This design comes from an exercise in tuning for small area and few clock cycles per item on the open sky130 flow, not from production work. RTL that was checked went through simulation tests only; none was proved equivalent to the original. Only the layout flow was run in runs 2 and 3; the RTL was not checked for function there. No activity file was given, so power comes from the tool's default toggle rates.

[flow/run.sh]
#!/bin/bash
# synth_recipe.tcl (not shown) runs the flow's synth.tcl, then flattens the netlist and writes it again
# the make line also repeats each setting of config.mk as NAME=value (left out here)
make -C /OpenROAD-flow-scripts/flow DESIGN_CONFIG=/design/flow/config.mk WORK_HOME=/design/flow/orfs CLKGATE_MAP_FILE= SYNTH_SCRIPT=/design/flow/synth_recipe.tcl finish
[flow/config.mk]
export PLATFORM = sky130hd
export DESIGN_NAME = swt16_top
export DESIGN_NICKNAME = swt16_top
export VERILOG_FILES = /design/flow/design.v
export SDC_FILE = /design/flow/constraint.sdc
export NUM_CORES = 4
export LEC_CHECK = 0
export CAP_MARGIN = 20
export CORE_MARGIN = 2
export CORE_UTILIZATION = 40
export SLEW_MARGIN = 20
[flow/constraint.sdc]
create_clock -name core_clock -period 6.0 [get_ports {clock}]
set_input_delay 1.2000 -clock core_clock [delete_from_list [all_inputs] [get_ports {clock}]]
set_output_delay 1.2000 -clock core_clock [all_outputs]
set_load 0.01 [all_outputs]
[flow/design.v]
`timescale 1ns/1ps
`default_nettype none
module swt16_top (
   input  wire        clock,
   input  wire        rst,
   input  wire        instr_valid,
   input  wire [15:0] instr,
   output wire        instr_ready,
   output wire        wb_valid,
   input  wire        wb_ready,
   output wire [3:0]  wb_reg_idx,
   output wire [15:0] wb_data
);
   logic [15:0] regs [16];
   logic        out_valid;
   logic [3:0]  out_idx;
   logic [15:0] out_data;
   wire [3:0] opcode = instr[15:12];
   wire [3:0] rd     = instr[11:8];
   wire [15:0] a     = regs[instr[7:4]];
   wire [15:0] b     = regs[instr[3:0]];
   wire [3:0] sh     = b[3:0];
   wire has_res = (opcode >= 4'd1) && (opcode <= 4'd9);
   assign instr_ready = !out_valid || wb_ready;
   wire take = instr_valid && instr_ready && has_res;
   wire        is_sub = (opcode == 4'd3);
   wire [15:0] bx     = b ^ {16{is_sub}};
   wire [16:0] sum17  = {a, 1'b1} + {bx, is_sub};
   wire [15:0] sum    = sum17[16:1];
   wire        is_sll = (opcode == 4'd7);
   wire        fill   = (opcode == 4'd9) & a[15];
   logic [15:0] a_rev, shr, shr_rev;
   always_comb begin
      for (int i = 0; i < 16; i++) a_rev[i] = a[15-i];
   end
   wire [15:0] sh_in = is_sll ? a_rev : a;
   assign shr = 16'($signed({fill, sh_in}) >>> sh);
   always_comb begin
      for (int i = 0; i < 16; i++) shr_rev[i] = shr[15-i];
   end
   wire [15:0] shres = is_sll ? shr_rev : shr;
   wire s_ldi = !rst && opcode == 4'd1;
   wire s_add = !rst && (opcode == 4'd2 || opcode == 4'd3);
   wire s_and = !rst && opcode == 4'd4;
   wire s_or  = !rst && opcode == 4'd5;
   wire s_xor = !rst && opcode == 4'd6;
   wire s_sh  = !rst && (opcode == 4'd7 || opcode == 4'd8 || opcode == 4'd9);
   wire [15:0] res = ({16{s_ldi}} & {8'h00, instr[7:0]})
                   | ({16{s_add}} & sum)
                   | ({16{s_and}} & (a & b))
                   | ({16{s_or}}  & (a | b))
                   | ({16{s_xor}} & (a ^ b))
                   | ({16{s_sh}}  & shres);
   always_ff @(posedge clock) begin
      if (rst) out_valid <= 1'b0;
      else if (instr_ready) out_valid <= instr_valid && has_res;
   end
   always_ff @(posedge clock) begin
      for (int i = 0; i < 16; i++)
         if (rst || (take && rd == 4'(i))) regs[i] <= res;
   end
   always_ff @(posedge clock) begin
      if (take) begin
         out_idx  <= rd;
         out_data <= res;
      end
   end
   assign wb_valid   = out_valid;
   assign wb_reg_idx = out_idx;
   assign wb_data    = out_data;
endmodule
`default_nettype wire
==> results of run 1 <==
==> sequential cells by signal, indices dropped and copies added, names as in the netlist <==
register,cells
out_data,16
out_idx,4
out_valid,1
regs,256
==> power breakdown <==
part	internal, uW	switching (uW)	leakage [uW]
logic	581	888	0.00386
clock network	1110	753	0.000466
registers	2410	131	0.00284
total	4110	1770	0.00716
==> worst min-delay path by stage <==
stage	slack, ns	endpoint
after floorplan	0.60	out_valid
after detailed placement	0.51	out_valid
after global placement	0.52	out_valid
after global routing	0.60	out_valid
after CTS	0.53	out_valid
final	0.53	out_valid
==> layout make-up <==
class                   count  area share
clock inverters            17      0.0130
well taps                 525      0.0347
flip-flops and latches    277       0.439
multi-input cells         931       0.379
inverters                  43     0.00853
clock buffers              32      0.0378
repair buffers            185      0.0878
==> Yosys cell counts (all sizes together), types with 22 or more instances <==
cell,n
a21o,28
a21oi,42
a221oi,41
a22o,38
a22oi,70
buf,57
clkbuf,42
edfxtp,276
ha,47
inv,42
mux2,23
mux2i,95
nand2,70
nand3,36
nand3b,22
nand4,26
nor2,58
o21ai,29
o22ai,34
==> kinds of logic (layout without fill, tap and decap cells) <==
| logic type | after synthesis | in the layout |
|---|---|---|
| DFF | 277 | 277 |
| AOI/OAI and AO/OA | 412 | 412 |
| xor gates and xnor gates | 30 | 30 |
| and+or+nand+nor | 318 | 318 |
| buffers and inverters | 142 | 277 |
| adders and majority gates | 47 | 47 |
| muxes | 124 | 124 |
==> worst max-delay path: stages <==
cell and delay [ns]:
clkdlybuf4s50_1 0.47, buf_4 0.24, and2_1 0.26, and2_1 0.35, buf_4 0.28, a222oi_1 0.33
o21ai_1 0.14, o32ai_2 0.46, xnor2_1 0.12, ha_1 0.35, inv_1 0.07, nand2_1 0.07
a21oi_1 0.07, a31o_2 0.25, buf_4 0.15, o21ai_0 0.20, mux2_2 0.35, o21ai_0 0.16
nand3_1 0.10, buf_4 0.21
==> layer usage <==
| metal | global-route usage | share of wire |
|---|---|---|
| met1 | 0.404 | 0.40 |
| met2 | 0.457 | 0.45 |
| met3 | 0.0476 | 0.10 |
| met4 | 0.119 | 0.046 |
| met5 | 0 | 0 |
==> through the flow <==
step	cells	power [uW]	setup TNS [ns]	instance area [um^2]	hold slack, ns
2_1_floorplan	1350	3410	0	16100	0.596
3_3_place_gp	1961	4010	-0.469	18000	0.524
3_5_place_dp	1961	4010	-1.08	18000	0.514
4_1_cts	2010	5860	0	18900	0.531
5_1_grt	2010	6080	0	18900	0.599
6_report	2010	5880	0	18900	0.528
==> qor.csv, run 1 <==
metric,value,unit
status,no timing/DRC/antenna violations,
worstPathArrival,5.85,ns
cts_root_buf,clkbuf_16,
dp_hpwl,42400,um
power.leakage,0.00716,uW
synth_xor_area_frac,0.0163,
synth.avg_cell_area,11.9,um^2
fmax,180,MHz
antenna_left,0,
cts_tree,built,
end_kind,register,
synth-seq-cells,277,
start_kind,input port,
overflow,0,
final_common_cell,edfxtp_1,
synthCells,1350,
via_count,13500,
syn_nets,1417,
timing.final.crit_period,5.56,ns
dpl_worst_slack,-0.0486,ns
ys_seq_area_frac,0.516,
required,6.29,ns
wl_per_cell,30.6,um
yosysWarnings,2,
drive_above_1_share,0.170,
num-nets-final,1533,
min_path_type,reg2reg,
synth_top_area_share,0.515,
rrSetupSlack,1.62,ns
die_y,205,um
drc,0,
die_x,205,um
ir_worst_vdd,0.240,mV
cts-buffers-inserted,28,
clock_skew,0.0222,ns
holdCritStartpoint,out_valid,
cap_violations,0,
holdPathStages,2,
ys_types,93,
synth_edf_count,276,
most-common-layout-cells,"edfxtp_1 (276), buf_4 (130), mux2i_1 (95)",
synth_top_area_cell,edfxtp_1,
regArea,8310,um^2
syn_to_final_growth,17.6,%
yosys.area_share.adder,0.0365,
clk_pin_slew_worst_paths,0.07,ns
ioPinCount,42,
die_area,41800,um^2
rr_worst_depth,18,
regToRegEndpoint,regs[10][9],
drt_iter0_drc,1930,
grt_max_degree,34,
drv_slew,0,
grt_pass1_wl,88900,um
synth.area.mux_share,0.0838,
post-route-period-util,0.927,
multi_input_area,7180,um^2
clk_path_buf_depth,3,
hold_buffers,0,
vias_per_cell,6.71,
postCtsSetupBuffers,0,
maxSlewHeadroom,0.249,
cts_num_sinks,277,
insertedDiodeCount,0,
h-tree-depth,1,
ys_top_cells_by_area,"edfxtp_1 (52%), mux2i_1 (5.9%), ha_1 (3.7%)",
crit_type,in2reg,
gp_congestion,0.964,
cts-resized-gates,0,
rsz0062_at_grt,false,
synth-simple-area-share,0.109,
synth_top_family_by_area,compound AO/OA/AOI/OAI gates,
core,39700,um^2
fillers,3547,
grt_pass1_vias,12900,
io_buffers,41,
crit_start,instr[0],
endpoint,regs[10][9],
worst_slack,0.440,ns
setup_viol,0,
antenna_found_initial,0,
fp-row-count,73,
utilization,0.476,
finalHoldViolations,0,
clock_latency,0.57,ns
routed_wirelength,61500,um
worst_pin_slew,1.12,ns
syn_area,16100,um^2
drt_pass1_iterations,6,
powerDensity,311,nW/um^2
synth_compound_area_frac,0.196,
postSynth.asyncResetShare,0,
track_usage,0.292,
crit_fanout,17,
reg2reg_from,regs[11][2],
synth_top_flop_cell,edfxtp_1,
initial_utilization,0.405,
Testbench counts, summed over its fixed seeds: cycles 40,008, items 40,000.
==> inputs of run 2 (changes only) <==
--- a/flow/design.v
+++ b/flow/design.v
@@ -17,16 +17,30 @@
    logic [15:0] out_data;
    wire [3:0] opcode = instr[15:12];
    wire [3:0] rd     = instr[11:8];
-   wire [15:0] a     = regs[instr[7:4]];
-   wire [15:0] b     = regs[instr[3:0]];
+   logic [15:0] a, b;
+   always_comb begin
+      a = '0;
+      b = '0;
+      for (int i = 0; i < 16; i++) begin
+         a = a | ({16{instr[7:4] == 4'(i)}} & regs[i]);
+         b = b | ({16{instr[3:0] == 4'(i)}} & regs[i]);
+      end
+   end
    wire [3:0] sh     = b[3:0];
    wire has_res = (opcode >= 4'd1) && (opcode <= 4'd9);
    assign instr_ready = !out_valid || wb_ready;
    wire take = instr_valid && instr_ready && has_res;
    wire        is_sub = (opcode == 4'd3);
    wire [15:0] bx     = b ^ {16{is_sub}};
-   wire [16:0] sum17  = {a, 1'b1} + {bx, is_sub};
-   wire [15:0] sum    = sum17[16:1];
+   logic [16:0] cy;
+   logic [15:0] sum;
+   always_comb begin
+      cy[0] = is_sub;
+      for (int i = 0; i < 16; i++) begin
+         sum[i]   = a[i] ^ bx[i] ^ cy[i];
+         cy[i+1]  = (a[i] & bx[i]) | (cy[i] & (a[i] ^ bx[i]));
+      end
+   end
    wire        is_sll = (opcode == 4'd7);
    wire        fill   = (opcode == 4'd9) & a[15];
    logic [15:0] a_rev, shr, shr_rev;
@@ -47,9 +61,9 @@
    wire s_sh  = !rst && (opcode == 4'd7 || opcode == 4'd8 || opcode == 4'd9);
    wire [15:0] res = ({16{s_ldi}} & {8'h00, instr[7:0]})
                    | ({16{s_add}} & sum)
-                   | ({16{s_and}} & (a & b))
-                   | ({16{s_or}}  & (a | b))
-                   | ({16{s_xor}} & (a ^ b))
+                   | ({16{s_and}} & (a & bx))
+                   | ({16{s_or}}  & (a | bx))
+                   | ({16{s_xor}} & (a ^ bx))
                    | ({16{s_sh}}  & shres);
    always_ff @(posedge clock) begin
       if (rst) out_valid <= 1'b0;
==> flow/flow/run.sh (new file) <==
#!/bin/bash
# Own layout flow: the standard flow, with an area-oriented ABC mapping
# script in synthesis and smaller buffers in the layout. Each step's output
# goes to a log file of its own in the work folder.
set -euo pipefail
W=$PWD
F=$W/flow

# Synthesis: ORFS's synth.tcl with only the ABC script replaced
sed -e "s#log_cmd abc {\*}\$abc_args#set abc_args [lreplace \$abc_args 1 1 $F/area.abc]; log_cmd abc {*}\$abc_args#" \
   "$FLOW_HOME/scripts/synth.tcl" > "$W/own_synth.tcl"
grep -q "$F/area.abc" "$W/own_synth.tcl"
sed -e "s#source \$::env(SCRIPTS_DIR)/synth.tcl#source $W/own_synth.tcl#" synth_recipe.tcl > "$W/own_synth_recipe.tcl"
grep -q "own_synth.tcl" "$W/own_synth_recipe.tcl"
sed -e "s#SYNTH_SCRIPT=[^ ]*#SYNTH_SCRIPT=$W/own_synth_recipe.tcl#" standard.sh > "$W/own_standard.sh"
grep -q "own_synth_recipe.tcl" "$W/own_standard.sh"

source "$F/knobs.sh"

bash "$W/own_standard.sh" synth > "$W/synth.log" 2>&1
bash "$W/own_standard.sh" "${KNOBS[@]}" finish > "$W/layout.log" 2>&1
==> flow/flow/area.abc (new file) <==
strash
balance
dch
&get -n
&nf -a -R 1000
&put
==> flow/flow/knobs.sh (new file) <==
KNOBS=()
==> flow/standard.sh (new file) <==
#!/bin/bash
# synth_recipe.tcl (not shown) runs the flow's synth.tcl, then flattens the netlist and writes it again
# the make line also repeats each setting of config.mk as NAME=value (left out here)
make -C /OpenROAD-flow-scripts/flow DESIGN_CONFIG=/design/flow/config.mk WORK_HOME=/design/flow/orfs CLKGATE_MAP_FILE= SYNTH_SCRIPT=/design/flow/synth_recipe.tcl "${@:-finish}"
removed: flow/run.sh
==> run 2 against run 1 <==
Compared with the run above:
- now fails the layout checks on setup timing
- via count fell by 13%
- combinational power fell by 24%
- count of clock-buffer cells in the layout did not move
- highest routed layer unchanged
==> qor.csv, run 2 <==
metric,value,unit
grt_pass1_wl,76900,um
io_buffers,41,
so_faults,setup timing,
regMostFlops,regs,
hold_buffers,0,
fmax,125,MHz
core,33400,um^2
min_path_type,reg2reg,
drt_iter0_drc,2066,
drive_above_1_share,0.250,
reg2reg_from,regs[5][1],
cts_root_buf,clkbuf_16,
insertedDiodeCount,0,
postSynth.asyncResetShare,0,
track_usage,0.299,
switching_power,1600,uW
worst_pin_slew,0.943,ns
holdPathStages,2,
clock_skew,0.0166,ns
synth_common_cells,"edfxtp_1 (276), a22oi_1 (221), nor2_1 (90)",
grt_max_degree,50,
post-route-cell-area,17500,um^2
dpl_cell_area,16300,um^2
post-route-period-util,1.33,
status,"complete, but fails checks",
crit_start,instr[4],
ys_top_cells_by_area,"edfxtp_1 (61%), a22oi_1 (12%), ha_1 (3.0%)",
vias_per_cell,6.61,
clk_path_buf_depth,3,
die_x,188,um
wirelength_met1,20600,um
drc,0,
timing.final.crit_period,8.00,ns
cts_num_sinks,277,
ir_worst_vdd,0.217,mV
antenna_left,0,
worst_slack,-2.00,ns
seqPwrFrac,0.466,
synth_edf_count,276,
routed_wirelength,53700,um
syn_to_final_growth,29.7,%
wl_met2,23100,um
h-tree-depth,1,
end_kind,register,
initial_utilization,0.404,
cts-buffers-inserted,29,
hold_slack,0.543,ns
synth_top_flop_cell,edfxtp_1,
top_regs,"regs: 256 flops, out_data: 16 flops, out_idx: 4 flops",
syn_area,13500,um^2
overflow,0,
finalHoldViolations,0,
holdCritStartpoint,out_valid,
largest_reg_flops,256,
drv_slew,0,
rsz0062_at_grt,true,
route.met3.wl,7140,um
maxSlewHeadroom,0.371,
start_kind,input port,
synth_top_area_share,0.615,
clock_latency,0.57,ns
powerDensity,312,nW/um^2
cap_violations,0,
switching_share,0.293,
ioPinCount,42,
ys_seq_area_frac,0.616,
power.total,5460,uW
num-nets-final,1378,
clk_pin_slew_worst_paths,0.06,ns
gp_congestion,0.985,
p_comb_frac,0.206,
power.leakage,0.00633,uW
final_common_cell,edfxtp_1,
p_int,3860,uW
via_count,11800,
crit_fanout,5,
dp_hpwl,34700,um
most-common-layout-cells,"edfxtp_1 (276), a22oi_1 (220), buf_4 (183)",
antenna_found_initial,0,
wl_per_cell,30.1,um
yosysMostFrequentCell,edfxtp_1,
grt_pass1_vias,11600,
die_y,188,um
setup_viol,136,
yosysWarnings,2,
syn_nets,1108,
required,6.27,ns
highest_layer,met4,
synth-seq-cells,277,
synthCells,1042,
setup_tns,-162.63,ns
cts_tree,built,
ys_types,33,
synth.avg_cell_area,12.9,um^2
rr_worst_depth,26,
crit_type,in2reg,
fp-row-count,67,
worstPathArrival,8.27,ns
synth_top_area_cell,edfxtp_1,
p_clk_frac,0.328,
drt_pass1_iterations,7,
die_area,35200,um^2
run 2: path summary, 6_finish.rpt:
| kind | endpoint | slack [ns] |
|---|---|---|
| worst max-delay path | regs[14][14] | -2.00 |
| worst min-delay path | out_valid | 0.54 |
| worst max register to register | regs[14][14] | -1.47 |
| worst min register to register | out_valid | 0.54 |
run 2: cell families after synthesis:
family	synth area share
adder cells (fa/ha/maj)	0.0505
flip-flops	0.616
AND/OR/NAND/NOR	0.0901
multiplexers	0.0186
buffers and inverters	0.0106
AO/OA/AOI/OAI	0.203
XOR/XNOR	0.0104
run 2: what timing repair did:
item / 4_1_cts / 5_1_grt
setup buffers: 4 / 0
cloned: 4 / 0
resized for setup: 57 / 2
pin swaps: 6 / 2
setup endpoints to repair: 153 / 153
run 2: area by class of cell:
type,instances,area [um^2]
clock buffer,32,737
clock inverter,22,210
fill,2871,15900
inverter,38,145
multi-input combinational,731,5570
sequential,277,8310
tap,448,561
timing repair buffer,235,1950
run 2: power groups by stage:
stage | Sequential, uW | Combinational [uW] | Clock [uW]
global route | 2560 | 1220 | 1880
detailed placement | 2570 | 1060 | 0
floorplan | 2530 | 565 | 0
CTS | 2530 | 1100 | 1810
finish | 2540 | 1120 | 1790
global placement | 2570 | 1050 | 0
run 2: critical path, cell delays in order:
cell           delay (ns)
dlygate4sd2_1        0.31
nand2b_1             0.26
nor2_1               0.20
a22oi_1              0.11
nand4_1              0.17
nor2_4               0.08
nor2_2               0.12
a21oi_2              0.05
fa_2                 0.36
fa_2                 0.38
fa_2                 0.38
fa_2                 0.37
fa_2                 0.37
fa_2                 0.37
fa_2                 0.37
fa_2                 0.38
fa_2                 0.38
fa_2                 0.37
fa_2                 0.37
fa_2                 0.37
clkinv_2             0.06
fa_2                 0.21
fa_1                 0.39
clkinv_1             0.07
o22ai_2              0.07
a221oi_2             0.20
buf_4                0.19
nand2_2              0.09
run 2: metrics by stage:
| step | std cells | setup slack, ns | utilization |
|---|---|---|---|
| floorplan | 1042 | -2.45 | - |
| global placement | 1720 | -3.09 | 0.489 |
| detailed placement | 1720 | -3.12 | 0.489 |
| CTS | 1782 | -1.96 | 0.523 |
| global route | 1783 | -2.26 | 0.524 |
| finish | 1783 | -2.00 | 0.524 |
run 2: metal layers:
| metal | vias up | GRT usage |
|---|---|---|
| met1 | 5733 | 0.411 |
| met5 | - | 0 |
| met3 | 203 | 0.0767 |
| met2 | 960 | 0.448 |
| li1 | 4893 | - |
| met4 | 0 | 0.131 |
==> inputs of run 3 (changes only) <==
==> flow/flow/knobs.sh (replaced) <==
KNOBS=(
  "BUFFER_PORTS_ARGS=-buffer_cell sky130_fd_sc_hd__buf_1"
  "CTS_ARGS=-sink_clustering_enable -repair_clock_nets -dont_use_dummy_load -buf_list {sky130_fd_sc_hd__clkbuf_4 sky130_fd_sc_hd__clkbuf_8}"
  "GPL_TIMING_DRIVEN=0"
)
==> run 3 against run 2 <==
Compared with the run above:
- still fails the layout checks on setup timing
- clock skew up 0.058 ns
- cell area is 0.28% higher
- synthesized cell count unchanged
==> qor.csv, run 3 <==
metric,value,unit
h-tree-depth,2,
die_y,188,um
synthCells,1042,
via_count,12200,
gr-usage-met3,0.101,
gr-usage-met2,0.457,
crit_fanout,17,
stdcell_count,1742,
grt_util_met1,0.408,
drive_above_1_share,0.259,
synth_common_cells,"edfxtp_1 (276), a22oi_1 (221), nor2_1 (90)",
ys_top_cells_by_area,"edfxtp_1 (61%), a22oi_1 (12%), ha_1 (3.0%)",
yosysWarnings,2,
start_kind,input port,
top_regs,"regs: 256 flops, out_data: 16 flops, out_idx: 4 flops",
crit_type,in2reg,
cap_violations,0,
fillers,2816,
grt_pass1_vias,11800,
cp_common_cell,fa_2,
largest_reg_flops,256,
status,"complete, but fails checks",
ys_seq_area_frac,0.616,
routed_wirelength,57800,um
post-route-cell-area,17500,um^2
wl_per_cell,33.2,um
ir_worst_vdd,0.148,mV
drv_slew,0,
min_path_type,reg2reg,
utilization,0.525,
io_buffers,41,
cts_num_sinks,277,
top_usage_layer,met2,
synth-seq-cells,277,
slowest_stage,fa_2,
most-common-layout-cells,"edfxtp_1 (276), a22oi_1 (218), buf_4 (109)",
finalHoldViolations,0,
fmax,119,MHz
cts_root_buf,clkbuf_8,
ioPinCount,42,
vias_per_cell,6.98,
synth_edf_count,276,
setup_viol,153,
hold_buffers,0,
maxSlewHeadroom,0.0386,
clock_latency,0.57,ns
drt_iter0_drc,2208,
cts-buffers-inserted,45,
die_x,188,um
synth.avg_cell_area,12.9,um^2
power.total,5040,uW
ys_types,33,
final_common_cell,edfxtp_1,
antenna_found_initial,0,
rsz0062_at_grt,true,
worst_slack,-2.40,ns
postSynth.asyncResetShare,0,
so_faults,setup timing,
clock_skew,0.0749,ns
powerDensity,288,nW/um^2
dp_hpwl,32600,um
yosysMostFrequentCell,edfxtp_1,
drc,0,
core,33400,um^2
synth_top_area_cell,edfxtp_1,
antenna_left,0,
synth_top_area_share,0.615,
cts_tree,built,
clk_path_buf_depth,3,
dp_cells,1567,
timing.final.crit_period,8.40,ns
gp_congestion,0.939,
grt_max_degree,23,
die_area,35200,um^2
setup_tns,-211.20,ns
post-route-period-util,1.40,
syn_nets,1108,
overflow,0,
grt_pass1_wl,78900,um
insertedDiodeCount,0,
track_usage,0.314,
worstPathArrival,8.71,ns
fp-row-count,67,
syn_to_final_growth,30.1,%
drt_pass1_iterations,8,
syn_area,13500,um^2
max_stage_delay,0.41,ns
worst_pin_slew,1.43,ns
dpl_cell_area,15300,um^2
synth_top_flop_cell,edfxtp_1,
initial_utilization,0.404,
required,6.31,ns
power.leakage,0.00618,uW
clk_pin_slew_worst_paths,0.06,ns
end_kind,register,
num-nets-final,1362,
regMostFlops,regs,
-- run 3: routing by layer --
layer  wire [um]  vias to the layer above
li1            -                     4869
met1       21000                     5891
met2       24500                     1110
met3        8460                      285
met4        3910                        0
met5           0                        -
-- run 3: area by class of cell --
class	instances	area (um^2)	share of cell area
repair buffers	191	1770	0.101
well taps	448	561	0.0320
inverters	38	146	0.00835
multi-input cells	743	6130	0.350
flip-flops and latches	277	8310	0.474
clock buffers	45	619	0.0353
-- run 3: critical path: cells and delay by family --
family	cells	cell delay, ns
AO/OA/AOI/OAI	4	0.52
adder cells (fa/ha/maj)	14	5.30
buffers and inverters	5	0.73
AND/OR/NAND/NOR	6	0.93
-- run 3: through the flow --
stage	setup WS (ns)	hold slack (ns)
floorplan	-2.45	0.589
global placement	-4.77	0.499
detailed placement	-4.24	0.510
CTS	-2.29	0.517
global route	-2.57	0.551
finish	-2.40	0.516
-- run 3: power breakdown --
group | internal, uW | total (uW) | switching, uW | leakage, uW
Sequential | 2410 | 2530 | 119 | 0.00283
Clock | 660 | 1330 | 669 | 0.000324
Combinational | 387 | 1180 | 794 | 0.00302
Total | 3460 | 5040 | 1580 | 0.00618
-- run 3: worst paths after layout --
path | slack (ns) | startpoint | cells after the start | to
worst max-delay path | -2.40 | instr[6] | 29 | regs[0][14]
worst min-delay path | 0.52 | out_valid | 2 | out_valid
worst max register to register | -1.73 | regs[5][1] | 26 | regs[0][14]
worst min register to register | 0.52 | out_valid | 2 | out_valid
-- run 3: logic make-up (layout without fill, tap and decap cells) --
logic type,after synthesis,after routing,synth area share
compound gates,383,396,0.203
flops,277,277,0.616
simple gates,257,260,0.0901
fa+ha+maj,46,46,0.0505
buf+inv,38,274,0.0106
mux,25,25,0.0186
xor+xnor,16,16,0.0104
-- run 3: timing repair --
item,4_1_cts,5_1_grt
buffers inserted,97,17
setup endpoints to repair,194,164
gates cloned,9,7
pin swaps,34,2
gates resized for setup,65,33
==> inputs of run 4 (changes only) <==
--- a/flow/design.v
+++ b/flow/design.v
@@ -26,45 +26,56 @@
          b = b | ({16{instr[3:0] == 4'(i)}} & regs[i]);
       end
    end
-   wire [3:0] sh     = b[3:0];
    wire has_res = (opcode >= 4'd1) && (opcode <= 4'd9);
    assign instr_ready = !out_valid || wb_ready;
    wire take = instr_valid && instr_ready && has_res;
    wire        is_sub = (opcode == 4'd3);
    wire [15:0] bx     = b ^ {16{is_sub}};
-   logic [16:0] cy;
-   logic [15:0] sum;
+   wire [15:0] p      = a ^ bx;
+   wire [15:0] g      = a & bx;
+   logic [15:0] gg, pp;
    always_comb begin
-      cy[0] = is_sub;
-      for (int i = 0; i < 16; i++) begin
-         sum[i]   = a[i] ^ bx[i] ^ cy[i];
-         cy[i+1]  = (a[i] & bx[i]) | (cy[i] & (a[i] ^ bx[i]));
-      end
+      gg = g;
+      pp = p;
+      gg[0] = g[0] | (p[0] & is_sub);
+      for (int d = 1; d < 16; d = d * 2)
+         for (int i = 2 * d - 1; i < 16; i = i + 2 * d) begin
+            gg[i] = gg[i] | (pp[i] & gg[i-d]);
+            pp[i] = pp[i] & pp[i-d];
+         end
+      for (int d = 4; d >= 1; d = d / 2)
+         for (int i = 3 * d - 1; i < 16; i = i + 2 * d) begin
+            gg[i] = gg[i] | (pp[i] & gg[i-d]);
+            pp[i] = pp[i] & pp[i-d];
+         end
    end
+   wire [15:0] sum = p ^ {gg[14:0], is_sub};
+   wire [3:0]  sh     = b[3:0];
    wire        is_sll = (opcode == 4'd7);
    wire        fill   = (opcode == 4'd9) & a[15];
-   logic [15:0] a_rev, shr, shr_rev;
+   logic [15:0] a_rev, shr_rev;
    always_comb begin
       for (int i = 0; i < 16; i++) a_rev[i] = a[15-i];
    end
    wire [15:0] sh_in = is_sll ? a_rev : a;
-   assign shr = 16'($signed({fill, sh_in}) >>> sh);
+   wire [15:0] shr   = 16'($signed({fill, sh_in}) >>> sh);
    always_comb begin
       for (int i = 0; i < 16; i++) shr_rev[i] = shr[15-i];
    end
-   wire [15:0] shres = is_sll ? shr_rev : shr;
    wire s_ldi = !rst && opcode == 4'd1;
    wire s_add = !rst && (opcode == 4'd2 || opcode == 4'd3);
    wire s_and = !rst && opcode == 4'd4;
    wire s_or  = !rst && opcode == 4'd5;
    wire s_xor = !rst && opcode == 4'd6;
-   wire s_sh  = !rst && (opcode == 4'd7 || opcode == 4'd8 || opcode == 4'd9);
+   wire s_sl  = !rst && opcode == 4'd7;
+   wire s_sr  = !rst && (opcode == 4'd8 || opcode == 4'd9);
    wire [15:0] res = ({16{s_ldi}} & {8'h00, instr[7:0]})
                    | ({16{s_add}} & sum)
-                   | ({16{s_and}} & (a & bx))
-                   | ({16{s_or}}  & (a | bx))
-                   | ({16{s_xor}} & (a ^ bx))
-                   | ({16{s_sh}}  & shres);
+                   | ({16{s_and}} & g)
+                   | ({16{s_or}}  & (p | g))
+                   | ({16{s_xor}} & p)
+                   | ({16{s_sl}}  & shr_rev)
+                   | ({16{s_sr}}  & shr);
    always_ff @(posedge clock) begin
       if (rst) out_valid <= 1'b0;
       else if (instr_ready) out_valid <= instr_valid && has_res;
==> flow/flow/knobs.sh (replaced) <==
KNOBS=()
==> run 4 against run 3 <==
Compared with the run above:
- now clean on timing, DRC and antenna
- worst setup slack gained 2.6 ns
- sequential power is essentially flat
- critical path depth grew 1
- final cell count grew 6.1%
- synthesized area is essentially flat
- flip-flop and latch count is the same
- global-route usage shrank 1.4 points
- synthesized cell count is essentially flat
- non-clock buffer count grew 114
- wire length shrank 7.1%
- clock power grew 46%
- hold slack gained 0.016 ns
- largest power group unchanged
==> qor.csv, run 4 <==
metric,value,unit
fp-row-count,67,
die_y,188,um
slowest_stage,fa_2,
track_usage,0.300,
drc,0,
setup_tns,0,ns
ys_top_cells_by_area,"edfxtp_1 (62%), a22oi_1 (12%), ha_1 (3.0%)",
end_kind,register,
switching_share,0.290,
ys_seq_area_frac,0.617,
initial_utilization,0.404,
syn_area,13500,um^2
core,33400,um^2
holdCritStartpoint,out_valid,
synth_top_flop_cell,edfxtp_1,
synth_top_area_share,0.615,
crit_type,in2reg,
cap_violations,0,
synth_top_family_by_area,compound AO/OA/AOI/OAI gates,
antenna_found_initial,0,
timing.final.crit_period,5.79,ns
die_x,188,um
most-common-layout-cells,"edfxtp_1 (276), buf_4 (238), a22oi_1 (215)",
synth_common_cells,"edfxtp_1 (276), a22oi_1 (219), nor2_1 (75)",
fmax,173,MHz
cts-buffers-inserted,29,
crit_start,instr[0],
clk_path_buf_depth,3,
worst_pin_slew,1.11,ns
drv_slew,0,
final_common_cell,edfxtp_1,
min_path_type,reg2reg,
start_kind,input port,
yosysWarnings,2,
h-tree-depth,1,
antenna_left,0,
synth_edf_count,276,
setup_viol,0,
ys_types,40,
cts_num_sinks,277,
max_stage_delay,0.35,ns
crit_fanout,4,
drt_iter0_drc,1985,
largest_reg_flops,256,
switching_power,1660,uW
vias_per_cell,6.47,
clk_pin_slew_worst_paths,0.07,ns
synth-simple-area-share,0.0900,
io_buffers,41,
die_area,35200,um^2
regMostFlops,regs,
required,6.31,ns
dpl_cell_area,16800,um^2
cts_root_buf,clkbuf_16,
power.leakage,0.00680,uW
postSynth.asyncResetShare,0,
post-route-period-util,0.964,
ioPinCount,42,
synth_top_area_cell,edfxtp_1,
ir_worst_vdd,0.346,mV
synth_compound_area_frac,0.211,
grt_max_degree,21,
syn_to_final_growth,35.2,%
num-nets-final,1439,
worstPathArrival,6.09,ns
yosysMostFrequentCell,edfxtp_1,
finalHoldViolations,0,
wl_per_cell,29.1,um
seqPwrFrac,0.447,
clock_latency,0.55,ns
p_comb_frac,0.214,
yosys.area_share.adder,0.0416,
gp_congestion,1.03,
drt_pass1_iterations,7,
syn_nets,1103,
top_regs,"regs: 256 flops, out_data: 16 flops, out_idx: 4 flops",
synth.area.mux_share,0.0187,
reg2reg_from,regs[14][0],
post-route-cell-area,18200,um^2
overflow,0,
status,no timing/DRC/antenna violations,
cts_tree,built,
clock_skew,0.0125,ns
drive_above_1_share,0.280,
grt_pass1_wl,77400,um
synth.avg_cell_area,12.9,um^2
p_int,4060,uW
routed_wirelength,53700,um
powerDensity,314,nW/um^2
p_clk_frac,0.340,
synthCells,1043,
synth-seq-cells,277,
hold_buffers,0,
synth_xor_area_frac,0.0104,
dp_hpwl,37600,um
maxSlewHeadroom,0.256,
grt_pass1_vias,11700,
via_count,12000,
## run 4: layout make-up
| cell class | count | area, um^2 |
|---|---|---|
| tap | 448 | 561 |
| clock buffer | 31 | 733 |
| multi-input combinational | 722 | 5480 |
| clock inverter | 21 | 302 |
| inverter | 44 | 165 |
| fill | 2840 | 15100 |
| timing repair buffer | 305 | 2670 |
| antenna | 1 | 2.50 |
| sequential | 277 | 8310 |
## run 4: path summary, 6_finish.rpt
| kind | endpoint | slack (ns) | cells past startpoint |
|---|---|---|---|
| setup / recovery | regs[11][15] | 0.21 | 30 |
| hold reg to reg | out_valid | 0.53 | 2 |
| hold / removal | out_valid | 0.53 | 2 |
| setup reg to reg | regs[11][15] | 1.15 | 26 |
## run 4: power by group through the flow
stage,Combinational (uW),Clock (uW),Sequential (uW)
after floorplan,559,0,2530
after global placement,1150,0,2590
after detailed placement,1150,0,2580
after CTS,1170,1970,2540
after global routing,1320,2060,2570
final,1220,1940,2560
## run 4: through the flow
step,total power [uW],utilization,hold slack [ns],std cells,setup WS [ns]
2_1_floorplan,3090,-,0.589,1043,0.000719
3_3_place_gp,3730,0.503,0.506,1780,-0.842
3_5_place_dp,3740,0.503,0.527,1781,-0.817
4_1_cts,5680,0.537,0.537,1834,0.00304
5_1_grt,5940,0.546,0.581,1848,-0.0842
6_report,5720,0.546,0.532,1849,0.213
## run 4: repair_timing
item,4_1_cts,5_1_grt
resized for setup,24,48
cloned,0,2
setup endpoints to repair,34,85
buffers inserted,1,12
pin swaps,1,32
## run 4: cells by family (layout without fill, tap and decap cells)
family / Yosys count / after routing
and+or+nand+nor: 253 / 253
muxes: 25 / 25
adders and majority gates: 40 / 40
xor gates and xnor gates: 16 / 16
other: 0 / 1
DFF: 277 / 277
buffers and inverters: 44 / 401
AOI/OAI and AO/OA: 388 / 388
## run 4: worst max-delay path: cells and delay by family
family | cells | cell delay (ns)
and+or+nand+nor | 10 | 1.05
buffers and inverters | 5 | 0.86
adders and majority gates | 2 | 0.61
muxes | 1 | 0.26
AOI/OAI and AO/OA | 12 | 2.07
## run 4: routing by layer
layer / track usage / up-vias / part of all wire
met4: 0.130 / 0 / 0.044
li1: - / 5039 / -
met1: 0.409 / 5801 / 0.39
met5: 0 / - / 0
met2: 0.459 / 957 / 0.45
met3: 0.0715 / 171 / 0.12
Testbench counts of run 4, summed over its fixed seeds: cycles 40,008, items 40,000.
==> inputs of run 5 (changes only) <==
==> flow/flow/knobs.sh (replaced) <==
KNOBS=(
  "BUFFER_PORTS_ARGS=-buffer_cell sky130_fd_sc_hd__buf_1"
  "CTS_ARGS=-sink_clustering_enable -repair_clock_nets -dont_use_dummy_load -buf_list {sky130_fd_sc_hd__clkbuf_4 sky130_fd_sc_hd__clkbuf_8}"
  "GPL_TIMING_DRIVEN=0"
)
==> run 5 against run 4 <==
Compared with the run above:
- synthesized area is the same
- wire length down 0.88%
- final cell count fell by 7.4%
- via count is 1.7% lower
- critical path type unchanged
==> qor.csv, run 5 <==
metric,value,unit
status,no timing/DRC/antenna violations,
yosysWarnings,2,
worst_slack,0.174,ns
required,6.14,ns
die_x,188,um
num-nets-final,1325,
die_y,188,um
syn_nets,1103,
gp_congestion,0.891,
ys_top_cells_by_area,"edfxtp_1 (62%), a22oi_1 (12%), ha_1 (3.0%)",
regToRegEndpoint,out_data[12],
clk_pin_slew_worst_paths,0.04,ns
syn_area,13500,um^2
multi_input_area,5720,um^2
crit_fanout,17,
cts_root_buf,clkbuf_8,
min_path_type,reg2reg,
clk_path_buf_depth,3,
yosysMostFrequentCell,edfxtp_1,
h-tree-depth,2,
cp_common_cell,buf_4,
power.leakage,0.00594,uW
fmax,172,MHz
grt_max_degree,20,
maxSlewHeadroom,0.0934,
end_kind,register,
worstPathArrival,5.96,ns
post-route-period-util,0.971,
regMostFlops,regs,
syn_to_final_growth,25.7,%
cap_violations,0,
grt_pass1_wl,75200,um
synth_top_flop_cell,edfxtp_1,
holdPathStages,2,
drt_pass1_iterations,10,
holdCritStartpoint,out_valid,
reg2reg_from,regs[15][0],
clock_skew,0.0787,ns
cts-buffers-inserted,46,
ioPinCount,42,
fp-row-count,67,
top_usage_layer,met2,
via_count,11800,
dp_hpwl,34300,um
setup_viol,0,
most-common-layout-cells,"edfxtp_1 (276), a22oi_1 (219), buf_4 (83)",
slowest_stage,nor2_4,
regArea,8310,um^2
timing.final.crit_period,5.83,ns
synth_top_area_cell,edfxtp_1,
ir_worst_vdd,0.161,mV
wl_per_cell,31.1,um
powerDensity,292,nW/um^2
dpl_worst_slack,-2.01,ns
rrSetupSlack,1.02,ns
setup_tns,0,ns
worst_pin_slew,1.35,ns
initial_utilization,0.404,
gr-usage-met2,0.428,
synth.avg_cell_area,12.9,um^2
largest_reg_flops,256,
antenna_left,0,
grt_util_met1,0.394,
cts_tree,built,
clock_latency,0.59,ns
synthCells,1043,
grt_pass1_vias,11100,
rr_worst_depth,22,
gr-usage-met3,0.114,
top_regs,"regs: 256 flops, out_data: 16 flops, out_idx: 4 flops",
drt_iter0_drc,2003,
dpl_cell_area,15300,um^2
ys_types,40,
die_area,35200,um^2
io_buffers,41,
max_stage_delay,0.62,ns
ys_seq_area_frac,0.617,
synth-seq-cells,277,
cts_num_sinks,277,
post-route-cell-area,16900,um^2
postSynth.asyncResetShare,0,
crit_type,in2reg,
final_common_cell,edfxtp_1,
min_to,out_valid,
overflow,0,
antenna_found_initial,0,
fillers,2892,
start_kind,input port,
core,33400,um^2
synth_edf_count,276,
synth_common_cells,"edfxtp_1 (276), a22oi_1 (219), nor2_1 (75)",
synth_top_area_share,0.615,
drv_slew,0,
drive_above_1_share,0.220,
finalHoldViolations,0,
drc,0,
routed_wirelength,53200,um
track_usage,0.296,
vias_per_cell,6.87,
-- run 5: cell counts after synthesis --
Identical to the previous run, type by type.
-- run 5: through the flow --
step           power, uW  cells  hold slack (ns)   util
2_1_floorplan       3090   1043            0.589      -
3_3_place_gp        3420   1532            0.494  0.430
3_5_place_dp        3490   1588            0.516  0.460
4_1_cts             4890   1688            0.523  0.498
5_1_grt             5120   1711            0.556  0.508
6_report            4950   1712            0.526  0.508
-- run 5: per-layer routing --
metal	vias up	share of wire
met1	5711	0.38
li1	4784	-
met2	1057	0.42
met5	-	0.0017
met3	212	0.15
met4	2	0.049
-- run 5: logic make-up after synthesis --
family,after synthesis,share of synthesized area
compound gates,388,0.211
xor+xnor,16,0.0104
fa+ha+maj,40,0.0416
buf+inv,44,0.0123
flops,277,0.617
mux,25,0.0187
simple gates,253,0.0900
-- run 5: where the power goes --
group | switching, uW | total, uW | internal (uW)
Sequential | 119 | 2540 | 2420
Clock | 660 | 1330 | 672
Combinational | 728 | 1080 | 352
Total | 1510 | 4950 | 3440
-- run 5: worst max-delay path by stage --
| stage | startpoint | to | slack [ns] | depth (start not counted) |
|---|---|---|---|---|
| after detailed placement | instr[1] | regs[4][15] | -2.01 | 29 |
| after global routing | instr[2] | regs[6][14] | -0.005 | 29 |
| after global placement | instr[5] | regs[4][15] | -3.39 | 25 |
| final | instr[5] | out_data[12] | 0.17 | 25 |
| after floorplan | instr[1] | out_data[15] | 0.0007 | 26 |
| after CTS | instr[5] | regs[3][15] | 0.01 | 30 |
-- run 5: area by class of cell --
| cell class | instances | area share |
|---|---|---|
| diodes | 1 | 0.000148 |
| clock buffers | 46 | 0.0374 |
| inverters | 44 | 0.00975 |
| multi-input cells | 726 | 0.338 |
| flip-flops and latches | 277 | 0.491 |
| well taps | 448 | 0.0331 |
| repair buffers | 170 | 0.0912 |
-- run 5: repair_timing --
action / in CTS / in global routing
hold buffers: 0 / 0
endpoints found under the setup margin: 187 / 85
cloned: 3 / 1
resized for setup: 58 / 22
pin swaps: 29 / 21
setup buffers: 53 / 22
-- run 5: critical path, delay by kind of cell --
kind,cells,cell delay (ns)
compound gates,9,1.45
fa+ha+maj,2,0.93
buf+inv,5,0.62
mux,1,0.14
simple gates,8,1.59
==> inputs of run 6 (changes only) <==
--- a/flow/flow/run.sh
+++ b/flow/flow/run.sh
@@ -15,7 +15,9 @@
 sed -e "s#SYNTH_SCRIPT=[^ ]*#SYNTH_SCRIPT=$W/own_synth_recipe.tcl#" standard.sh > "$W/own_standard.sh"
 grep -q "own_synth_recipe.tcl" "$W/own_standard.sh"
 
+SYNTH_KNOBS=()
+KNOBS=()
 source "$F/knobs.sh"
 
-bash "$W/own_standard.sh" synth > "$W/synth.log" 2>&1
+bash "$W/own_standard.sh" "${SYNTH_KNOBS[@]}" synth > "$W/synth.log" 2>&1
 bash "$W/own_standard.sh" "${KNOBS[@]}" finish > "$W/layout.log" 2>&1
==> flow/flow/area.abc (replaced) <==
strash
balance
dch
&get -n
&nf
&put
==> flow/flow/knobs.sh (replaced) <==
SYNTH_KNOBS=("ADDER_MAP_FILE=")
KNOBS=(
  "BUFFER_PORTS_ARGS=-buffer_cell sky130_fd_sc_hd__buf_1"
  "CTS_ARGS=-sink_clustering_enable -repair_clock_nets -dont_use_dummy_load -sink_clustering_size 30 -sink_clustering_max_diameter 100 -buf_list {sky130_fd_sc_hd__clkbuf_8 sky130_fd_sc_hd__clkbuf_16}"
  "GPL_TIMING_DRIVEN=0"
)
==> run 6 against run 5 <==
Compared with the run above:
- synthesized cell count fell by 2.1%
- flip-flop and latch count unchanged
- count of clock-buffer cells in the layout down 32
- register-to-register slack gained 0.38 ns
- largest power group unchanged
==> qor.csv, run 6 <==
metric,value,unit
cts_num_sinks,277,
ys_types,50,
crit_type,in2reg,
worst_pin_slew,1.11,ns
finalHoldViolations,0,
clk_pin_slew_worst_paths,0.06,ns
ys_top_cells_by_area,"edfxtp_1 (62%), a22oi_1 (9.8%), a221oi_1 (3.4%)",
status,no timing/DRC/antenna violations,
rsz0062_at_grt,false,
cts_tree,built,
routed_wirelength,51000,um
power.total,4500,uW
via_count,11400,
top_usage_layer,met2,
synth-seq-cells,277,
p_comb_frac,0.216,
switching_power,1360,uW
regArea,8310,um^2
syn_nets,1041,
syn_to_final_growth,19.1,%
synth_edf_count,276,
h-tree-depth,1,
drv_slew,0,
power.leakage,0.00552,uW
dpl_cell_area,15400,um^2
dp_cells,1594,
p_int,3130,uW
die_y,187,um
die_area,35100,um^2
rrSetupSlack,1.40,ns
required,6.31,ns
min_to,out_valid,
die_x,187,um
powerDensity,281,nW/um^2
track_usage,0.283,
setup_viol,0,
clock_skew,0.0662,ns
regMostFlops,regs,
post-route-cell-area,16000,um^2
timing.final.crit_period,5.91,ns
vias_per_cell,7.05,
maxSlewHeadroom,0.257,
grt_pass1_vias,10600,
cts_root_buf,clkbuf_16,
rr_worst_depth,13,
stdcell_count,1622,
wl_per_cell,31.5,um
core,33300,um^2
drive_above_1_share,0.153,
top_regs,"regs: 256 flops, out_data: 16 flops, out_idx: 4 flops",
yosysMostFrequentCell,edfxtp_1,
num-nets-final,1195,
ys_seq_area_frac,0.618,
fillers,2892,
ioPinCount,42,
grt_util_met1,0.396,
holdPathStages,2,
fp-row-count,67,
most-common-layout-cells,"edfxtp_1 (276), a22oi_1 (176), nand2_1 (54)",
cap_violations,0,
synth_top_flop_cell,edfxtp_1,
initial_utilization,0.404,
drt_iter0_drc,2008,
synth.avg_cell_area,13.2,um^2
gp_congestion,0.919,
synth_top_area_share,0.617,
min_path_type,reg2reg,
drt_pass1_iterations,5,
crit_fanout,17,
worst_slack,0.0922,ns
regToRegEndpoint,regs[5][15],
grt_max_degree,31,
synthCells,1021,
multi_input_area,5620,um^2
end_kind,register,
antenna_left,0,
final_common_cell,edfxtp_1,
hold_slack,0.525,ns
holdCritStartpoint,out_valid,
post-route-period-util,0.985,
synth_top_area_cell,edfxtp_1,
largest_reg_flops,256,
clock_latency,0.52,ns
gr-usage-met2,0.424,
postSynth.asyncResetShare,0,
fmax,169,MHz
dp_hpwl,35300,um
clk_path_buf_depth,3,
worstPathArrival,6.22,ns
grt_pass1_wl,73100,um
p_clk_frac,0.225,
dpl_worst_slack,-0.906,ns
yosysWarnings,2,
gr-usage-met3,0.0724,
synth_common_cells,"edfxtp_1 (276), a22oi_1 (176), nand2_1 (60)",
reg2reg_from,regs[11][0],
switching_share,0.303,
overflow,0,
start_kind,input port,
ir_worst_vdd,0.215,mV
syn_area,13400,um^2
antenna_found_initial,2,
io_buffers,41,
seqPwrFrac,0.559,
hold_buffers,0,
drc,0,
cts-buffers-inserted,14,
run 6: power by group through the flow:
stage	sequential (uW)	combinational, uW	clock, uW
after global placement	2550	833	0
after detailed placement	2550	921	0
final	2510	970	1010
after floorplan	2520	536	0
after CTS	2500	931	1010
after global routing	2530	1030	1080
run 6: metrics by stage:
stage                     utilization  TNS [ns]
after floorplan                     -         0
after global placement          0.425  -1124.36
after detailed placement        0.463   -158.79
after CTS                       0.478         0
after global routing            0.481         0
final                           0.481         0
run 6: worst max path at each step:
stage | start | end | slack (ns) | cells after the start
after floorplan | instr[0] | out_data[11] | 0.004 | 13
after detailed placement | instr[0] | regs[3][15] | -0.91 | 15
after CTS | instr[3] | regs[5][15] | 0.03 | 17
after global placement | instr[1] | out_data[11] | -4.97 | 14
final | instr[4] | regs[5][15] | 0.09 | 18
after global routing | instr[4] | regs[5][15] | 0.004 | 18
run 6: cell families (layout without fill, tap and decap cells):
logic type	count (synthesis)	in the layout	share of synthesized area
adders and majority gates	3	3	0.00223
AOI/OAI and AO/OA	403	403	0.219
and+or+nand+nor	266	266	0.109
DFF	277	277	0.618
buffers and inverters	9	161	0.00251
xor gates and xnor gates	27	27	0.0217
muxes	36	36	0.0269
other	0	1	0
run 6: cell type report:
class / count / share of cell area
antenna: 1 / 0.000156
sequential: 277 / 0.519
tap: 448 / 0.0350
timing repair buffer: 138 / 0.0707
multi-input combinational: 735 / 0.351
inverter: 9 / 0.00211
clock buffer: 14 / 0.0219
run 6: routing by layer:
layer / vias to the layer above / part of all wire
li1: 4704 / -
met1: 5637 / 0.39
met2: 921 / 0.44
met3: 171 / 0.13
met4: 2 / 0.040
met5: - / 0.00031
run 6: critical path, cell delays in order:
cell and delay [ns]:
clkdlybuf4s15_2 0.45, nor4b_4 0.50, buf_4 0.24, buf_4 0.16, buf_2 0.16, a22oi_1 0.10, nand4_1 0.21, nor2_1 0.15
mux2_1 0.36, maj3_1 0.42, o2bb2ai_1 0.43, a221o_1 0.31, a21oi_1 0.15, o31ai_1 0.32, nand3_1 0.17, a31o_1 0.23
o21ai_1 0.36, buf_4 0.28
run 6: repair_timing:
action                                  4_1_cts  5_1_grt
resized for setup                            27       16
buffers inserted                              6        6
pin swaps                                     2        3
endpoints found under the setup margin      198      152
==> inputs of run 7 (changes only) <==
--- a/flow/design.v
+++ b/flow/design.v
@@ -69,11 +69,12 @@
    wire s_xor = !rst && opcode == 4'd6;
    wire s_sl  = !rst && opcode == 4'd7;
    wire s_sr  = !rst && (opcode == 4'd8 || opcode == 4'd9);
+   wire [3:0] lut = {s_and | s_or, s_or | s_xor, s_or | s_xor, 1'b0};
+   logic [15:0] lg;
+   always_comb for (int i = 0; i < 16; i++) lg[i] = lut[{a[i], b[i]}];
    wire [15:0] res = ({16{s_ldi}} & {8'h00, instr[7:0]})
                    | ({16{s_add}} & sum)
-                   | ({16{s_and}} & g)
-                   | ({16{s_or}}  & (p | g))
-                   | ({16{s_xor}} & p)
+                   | lg
                    | ({16{s_sl}}  & shr_rev)
                    | ({16{s_sr}}  & shr);
    always_ff @(posedge clock) begin
==> flow/flow/area.abc (replaced) <==
strash
&get -n
&st
&dch
&nf
&put
==> flow/config.mk (replaced) <==
export PLATFORM = sky130hd
export DESIGN_NAME = swt16_top
export DESIGN_NICKNAME = swt16_top
export VERILOG_FILES = /design/flow/design.v
export SDC_FILE = /design/flow/constraint.sdc
export NUM_CORES = 4
export LEC_CHECK = 0
export CAP_MARGIN = 10
export CORE_MARGIN = 2
export CORE_UTILIZATION = 55
export PLACE_DENSITY = 0.75
export SLEW_MARGIN = 10
==> run 7 against run 6 <==
Compared with the run above:
- still clean
- synthesized cell count grew 0.20%
- flip-flop and latch count is the same
- synthesized area shrank 1.2%
- clock skew shrank 0.011 ns
- via count shrank 5.9%
- final cell count shrank 11%
- combinational power is essentially flat
- power shrank 1.3%
- worst setup slack gained 0.14 ns
- global-route usage grew 5.4 points
- core utilization grew 16 points
- sequential power is essentially flat
==> qor.csv, run 7 <==
metric,value,unit
cp_num_buf_inv,2,
grt_max_degree,31,
worstPathArrival,5.95,ns
cap_violations,0,
die_x,159,um
timing.final.crit_period,5.77,ns
vias_per_cell,7.46,
ys_seq_area_frac,0.626,
hold_slack,0.576,ns
rsz0062_at_grt,false,
routed_wirelength,43500,um
finalHoldViolations,0,
crit_fanout,17,
antenna_left,0,
min_path_type,reg2reg,
initial_utilization,0.562,
grt_pass1_wl,64600,um
core,23600,um^2
synth_common_cells,"edfxtp_1 (276), nand2_1 (128), a222oi_1 (84)",
ys_types,50,
power.leakage,0.00519,uW
cts_tree,built,
drc,0,
utilization,0.637,
clk_path_buf_depth,3,
hold_buffers,0,
drt_iter0_drc,2481,
num-nets-final,1146,
track_usage,0.337,
dp_hpwl,29600,um
reg2reg_from,regs[8][2],
clk_pin_slew_worst_paths,0.10,ns
synth_top_area_cell,edfxtp_1,
rr_worst_depth,14,
clock_latency,0.50,ns
synth_top_area_share,0.624,
postSynth.asyncResetShare,0,
min_to,out_valid,
max_stage_delay,0.64,ns
crit_type,in2reg,
largest_reg_flops,256,
most-common-layout-cells,"edfxtp_1 (276), nand2_1 (127), a222oi_1 (84)",
drt_pass1_iterations,10,
io_buffers,41,
insertedDiodeCount,0,
synthCells,1023,
fillers,1738,
synth_top_flop_cell,edfxtp_1,
regArea,8310,um^2
cts_num_sinks,277,
die_area,25400,um^2
grt_pass1_vias,10100,
multi_input_area,5320,um^2
cts-buffers-inserted,13,
status,no timing/DRC/antenna violations,
slowest_stage,nor4bb_4,
overflow,0,
via_count,10800,
ioPinCount,42,
powerDensity,295,nW/um^2
wl_per_cell,30.2,um
worst_pin_slew,1.29,ns
rrSetupSlack,1.45,ns
holdCritStartpoint,out_valid,
clock_skew,0.0549,ns
syn_area,13300,um^2
fp-row-count,56,
post-route-cell-area,15000,um^2
syn_nets,1043,
regMostFlops,regs,
cp_common_cell,xnor2_1,
ir_worst_vdd,0.235,mV
holdPathStages,2,
fmax,173,MHz
die_y,159,um
post-route-period-util,0.961,
synth-seq-cells,277,
top_regs,"regs: 256 flops, out_data: 16 flops, out_idx: 4 flops",
syn_to_final_growth,13.3,%
drv_slew,0,
antenna_found_initial,0,
start_kind,input port,
maxSlewHeadroom,0.142,
synth.avg_cell_area,13.0,um^2
cts_root_buf,clkbuf_16,
yosysWarnings,2,
critPathTopFamily,simple AND/OR/NAND/NOR gates,
crit_chain,clkdlybuf4s15_2 > nor4bb_4 > buf_6 > a222oi_1 > nand4_1 > or2_0 > xnor2_1 > or3_1 > o211ai_1 > a41oi_2 > o21ai_2 > a31oi_1 > maj3_1 > xnor2_1 > a21o_2,
required,6.18,ns
h-tree-depth,1,
setup_viol,0,
end_kind,register,
synth_edf_count,276,
dpl_cell_area,14500,um^2
drive_above_1_share,0.103,
regToRegEndpoint,regs[4][15],
gp_congestion,0.942,
final_common_cell,edfxtp_1,
yosysMostFrequentCell,edfxtp_1,
ys_top_cells_by_area,"edfxtp_1 (62%), a222oi_1 (6.3%), a22oi_1 (4.4%)",
[run 7: cell type report]
| class | instances | area share |
|---|---|---|
| timing repair buffer | 88 | 0.0435 |
| inverter | 11 | 0.00274 |
| multi-input combinational | 735 | 0.353 |
| sequential | 277 | 0.552 |
| clock buffer | 13 | 0.0216 |
| tap | 319 | 0.0265 |
[run 7: report_power, final]
| part | internal [uW] | total [uW] | switching, uW | leakage [uW] |
|---|---|---|---|---|
| registers | 2420 | 2530 | 111 | 0.00283 |
| clock network | 393 | 938 | 545 | 0.000160 |
| logic | 305 | 972 | 667 | 0.00220 |
[run 7: what timing repair did]
action	CTS	global route
pin swaps	3	2
buffers inserted	7	2
gates cloned	0	0
endpoints found under the setup margin	212	144
gates resized for setup	37	11
[run 7: per-layer routing]
layer  track usage  part of all wire  vias to the layer above  wire length, um
met5             0                 0                        -                0
met4         0.113             0.039                        0             1680
met3        0.0701              0.15                       93             6320
met2         0.518              0.44                      946            19300
met1         0.483              0.37                     5157            16300
li1              -                 -                     4569                -
[run 7: tightest hold or removal path, cell delays in order (launching register included)]
cell and delay (ns):
dfxtp_1 0.33, nand2b_1 0.11, a21oi_1 0.08
[run 7: logic make-up (layout without fill, tap and decap cells)]
group	count (synthesis)	count (layout)	share of synthesized area
XOR/XNOR	41	41	0.0270
multiplexers	29	29	0.0224
AND/OR/NAND/NOR	338	338	0.130
adder cells (fa/ha/maj)	2	2	0.00151
AO/OA/AOI/OAI	325	325	0.190
flip-flops	277	277	0.626
buffers and inverters	11	112	0.00311
[run 7: how the worst max path moves through the flow]
stage                     cells after the start  slack (ns)      endpoint  startpoint
after global placement                       15       -3.87   regs[1][13]    instr[1]
final                                        15        0.23   regs[4][15]    instr[7]
after global routing                         17        0.05   regs[5][15]    instr[3]
after floorplan                              15        0.03  out_data[13]    instr[0]
after CTS                                    15        0.06   regs[6][15]    instr[3]
after detailed placement                     15       -1.53   regs[0][15]    instr[3]
[run 7: stage by stage]
step	setup WS (ns)	TNS [ns]	instances	total power (uW)
finish	0.231	0	1443	4440
global route	0.0485	0	1443	4580
CTS	0.0640	0	1440	4380
detailed placement	-1.53	-251.49	1420	3470
global placement	-3.87	-758.64	1383	3410
floorplan	0.0313	0	1023	3110
Testbench counts of run 7, summed over its fixed seeds: cycles 40,008, items 40,000.
==> inputs of run 8 (changes only) <==
==> flow/flow/area.abc (replaced) <==
strash
&get -n
&st
&dch
&nf
&put
&get -n
&st
&dch
&nf
&put
&get -n
&st
&dch
&nf
&put
&get -n
&st
&dch
&nf
&put
==> flow/flow/knobs.sh (replaced) <==
SYNTH_KNOBS=("ADDER_MAP_FILE=")
KNOBS=(
  "BUFFER_PORTS_ARGS=-buffer_cell sky130_fd_sc_hd__buf_1"
  "CTS_ARGS=-sink_clustering_enable -repair_clock_nets -dont_use_dummy_load -sink_clustering_size 16 -sink_clustering_max_diameter 60 -buf_list {sky130_fd_sc_hd__clkbuf_8}"
  "GPL_TIMING_DRIVEN=0"
)
==> run 8 against run 7 <==
Compared with the run above:
- sequential power is essentially flat
- worst setup slack lost 0.073 ns
- non-clock buffer count grew 10
- highest routed layer unchanged
- clock skew shrank 0.0025 ns
- critical endpoint is now regs[9][14]
==> qor.csv, run 8 <==
metric,value,unit
ioPinCount,42,
gr-usage-met2,0.521,
yosysWarnings,2,
cts_tree,built,
drc,0,
synth_xor_area_frac,0.0346,
yosysMostFrequentCell,edfxtp_1,
cap_violations,0,
synth.area.mux_share,0.0202,
clock_latency,0.57,ns
io_buffers,41,
required,6.36,ns
holdCritStartpoint,out_valid,
drive_above_1_share,0.113,
finalHoldViolations,0,
post-route-cell-area,14900,um^2
routed_wirelength,47700,um
cp_common_cell,a21oi_1,
synth_top_area_cell,edfxtp_1,
ir_worst_vdd,0.179,mV
clk_path_buf_depth,3,
regToRegEndpoint,regs[9][14],
ys_seq_area_frac,0.631,
powerDensity,296,nW/um^2
antenna_left,0,
min_path_type,reg2reg,
crit_chain,clkdlybuf4s15_2 > nor4bb_4 > buf_6 > a222oi_1 > nand4_1 > xnor2_2 > a211oi_1 > a311o_1 > a21oi_1 > o211ai_1 > a21oi_1 > xnor2_1 > o21ai_1 > buf_4,
num-nets-final,1128,
overflow,0,
ys_top_cells_by_area,"edfxtp_1 (63%), a222oi_1 (8.6%), a22oi_1 (3.7%)",
die_x,159,um
worst_pin_slew,1.31,ns
regArea,8310,um^2
synth_common_cells,"edfxtp_1 (276), a222oi_1 (113), a22oi_1 (65)",
cts_root_buf,clkbuf_8,
rsz0062_at_grt,false,
synthCells,986,
fp-row-count,56,
gr-usage-met3,0.134,
ys_types,47,
crit_fanout,17,
synth_edf_count,276,
dpl_cell_area,14500,um^2
synth_top_area_share,0.629,
grt_util_met1,0.497,
core,23500,um^2
via_count,11100,
status,no timing/DRC/antenna violations,
syn_to_final_growth,13.4,%
hold_slack,0.595,ns
end_kind,register,
grt_max_degree,31,
synth-simple-area-share,0.113,
max_stage_delay,0.99,ns
drt_pass1_iterations,12,
synth_top_flop_cell,edfxtp_1,
slowest_stage,nor4bb_4,
setup_viol,0,
antenna_found_initial,0,
clk_pin_slew_worst_paths,0.10,ns
top_regs,"regs: 256 flops, out_data: 16 flops, out_idx: 4 flops",
drv_slew,0,
post-route-period-util,0.974,
largest_reg_flops,256,
syn_nets,1006,
start_kind,input port,
holdPathStages,2,
clock_skew,0.0524,ns
grt_pass1_wl,67900,um
gp_congestion,1.02,
track_usage,0.367,
syn_area,13200,um^2
dp_hpwl,30900,um
maxSlewHeadroom,0.126,
cts_num_sinks,277,
fillers,1758,
synth_top_family_by_area,compound AO/OA/AOI/OAI gates,
die_area,25200,um^2
wl_per_cell,33.4,um
h-tree-depth,1,
initial_utilization,0.561,
regMostFlops,regs,
die_y,159,um
synth-seq-cells,277,
rrSetupSlack,1.54,ns
top_usage_layer,met2,
crit_type,in2reg,
timing.final.crit_period,5.84,ns
synth.avg_cell_area,13.4,um^2
yosys.area_share.adder,0.00380,
worstPathArrival,6.20,ns
insertedDiodeCount,0,
most-common-layout-cells,"edfxtp_1 (276), a222oi_1 (113), a22oi_1 (65)",
vias_per_cell,7.78,
fmax,171,MHz
final_common_cell,edfxtp_1,
rr_worst_depth,12,
multi_input_area,5170,um^2
min_to,out_valid,
grt_pass1_vias,10400,
cts-buffers-inserted,22,
drt_iter0_drc,2914,
postSynth.asyncResetShare,0,
power.leakage,0.00508,uW
reg2reg_from,regs[8][3],
synth_compound_area_frac,0.195,
run 8: cells by family (layout without fill, tap and decap cells):
logic type,after synthesis,count (layout)
buffers and inverters,8,128
multiplexers,26,26
AO/OA/AOI/OAI,335,335
XOR/XNOR,52,52
adder cells (fa/ha/maj),5,5
flip-flops,277,277
AND/OR/NAND/NOR,283,283
run 8: worst max path at each step:
stage	startpoint	endpoint	slack, ns
after floorplan	instr[2]	out_data[15]	0.005
after global placement	instr[5]	regs[15][15]	-4.22
after detailed placement	instr[1]	regs[1][11]	-1.12
after CTS	instr[1]	regs[9][14]	0.02
after global routing	instr[5]	regs[9][15]	0.02
final	instr[2]	regs[9][14]	0.16
run 8: what timing repair did:
action,4_1_cts,5_1_grt
endpoints found under the setup margin,110,201
pin swaps,1,0
hold buffers,0,0
setup buffers,4,0
gates resized for setup,17,19
hold endpoints to repair,0,0
run 8: layer usage:
metal / vias up / routed length (um) / share of wire
met4: 0 / 2550 / 0.054
met5: - / 0 / 0
met3: 192 / 8560 / 0.18
met1: 5213 / 16700 / 0.35
met2: 1161 / 19900 / 0.42
li1: 4520 / - / -
run 8: power breakdown:
part / internal, uW / leakage, uW / switching, uW
sequential: 2420 / 0.00283 / 119
combinational: 316 / 0.00209 / 671
clock: 328 / 0.000158 / 566
run 8: area by class of cell:
type	instances	area share
multi-input combinational	701	0.346
tap	319	0.0267
timing repair buffer	98	0.0485
clock buffer	22	0.0203
inverter	8	0.00201
sequential	277	0.556
run 8: worst max-delay path: cells and delay by family:
kind / cells / cell delay (ns)
XOR/XNOR: 2 / 0.35
buffers and inverters: 3 / 1.15
AND/OR/NAND/NOR: 2 / 1.53
AO/OA/AOI/OAI: 7 / 1.97
run 8: per-stage QoR:
stage	setup WS (ns)	setup TNS [ns]	total power (uW)	util	instances
after floorplan	0.00469	0	3130	-	986
after global placement	-4.22	-967.73	3430	0.587	1346
after detailed placement	-1.12	-151.62	3510	0.618	1398
after CTS	0.0193	0	4360	0.634	1424
after global routing	0.0247	0	4550	0.636	1425
final	0.158	0	4420	0.636	1425

## separate check: timing with driven ports
The flow's constraints put no driver on any port. The routed layouts listed below were extracted and timed again, unchanged, in two steps. Step 1 assumes that a clkbuf_16 drives the clock port and a buf_2 every other input. Step 2 times the ports against the registers' clock, not the clock port: input delays grow and output delays shrink by t, the midpoint of the rising clock arrivals with the driver on. Three values: ideal, step 1, step 2; two values: the first two.
| run | shift t [ns] | setup WS [ns] | worst data-port slew with drivers (ns) |
|---|---|---|---|
| run 1 | 0.611 | 0.440 / 0.473 / -0.138 | 0.04 |
| run 2 | 0.610 | -1.998 / -1.973 / -2.583 | 0.04 |
| run 3 | 0.583 | -2.401 / -2.426 / -3.008 | 0.09 |
| run 4 | 0.603 | 0.213 / 0.232 / -0.371 | 0.04 |
| run 5 | 0.596 | 0.174 / 0.179 / -0.417 | 0.06 |
| run 6 | 0.532 | 0.092 / 0.079 / -0.453 | 0.08 |
| run 7 | 0.526 | 0.231 / 0.248 / -0.278 | 0.05 |
| run 8 | 0.587 | 0.158 / 0.178 / -0.409 | 0.04 |
Met with ideal ports but missed after step 2: setup timing in 6 of these runs. For run 3, which loses most, drivers alone change the setup slack by -0.025 ns; drivers and shift together by -0.607 ns.
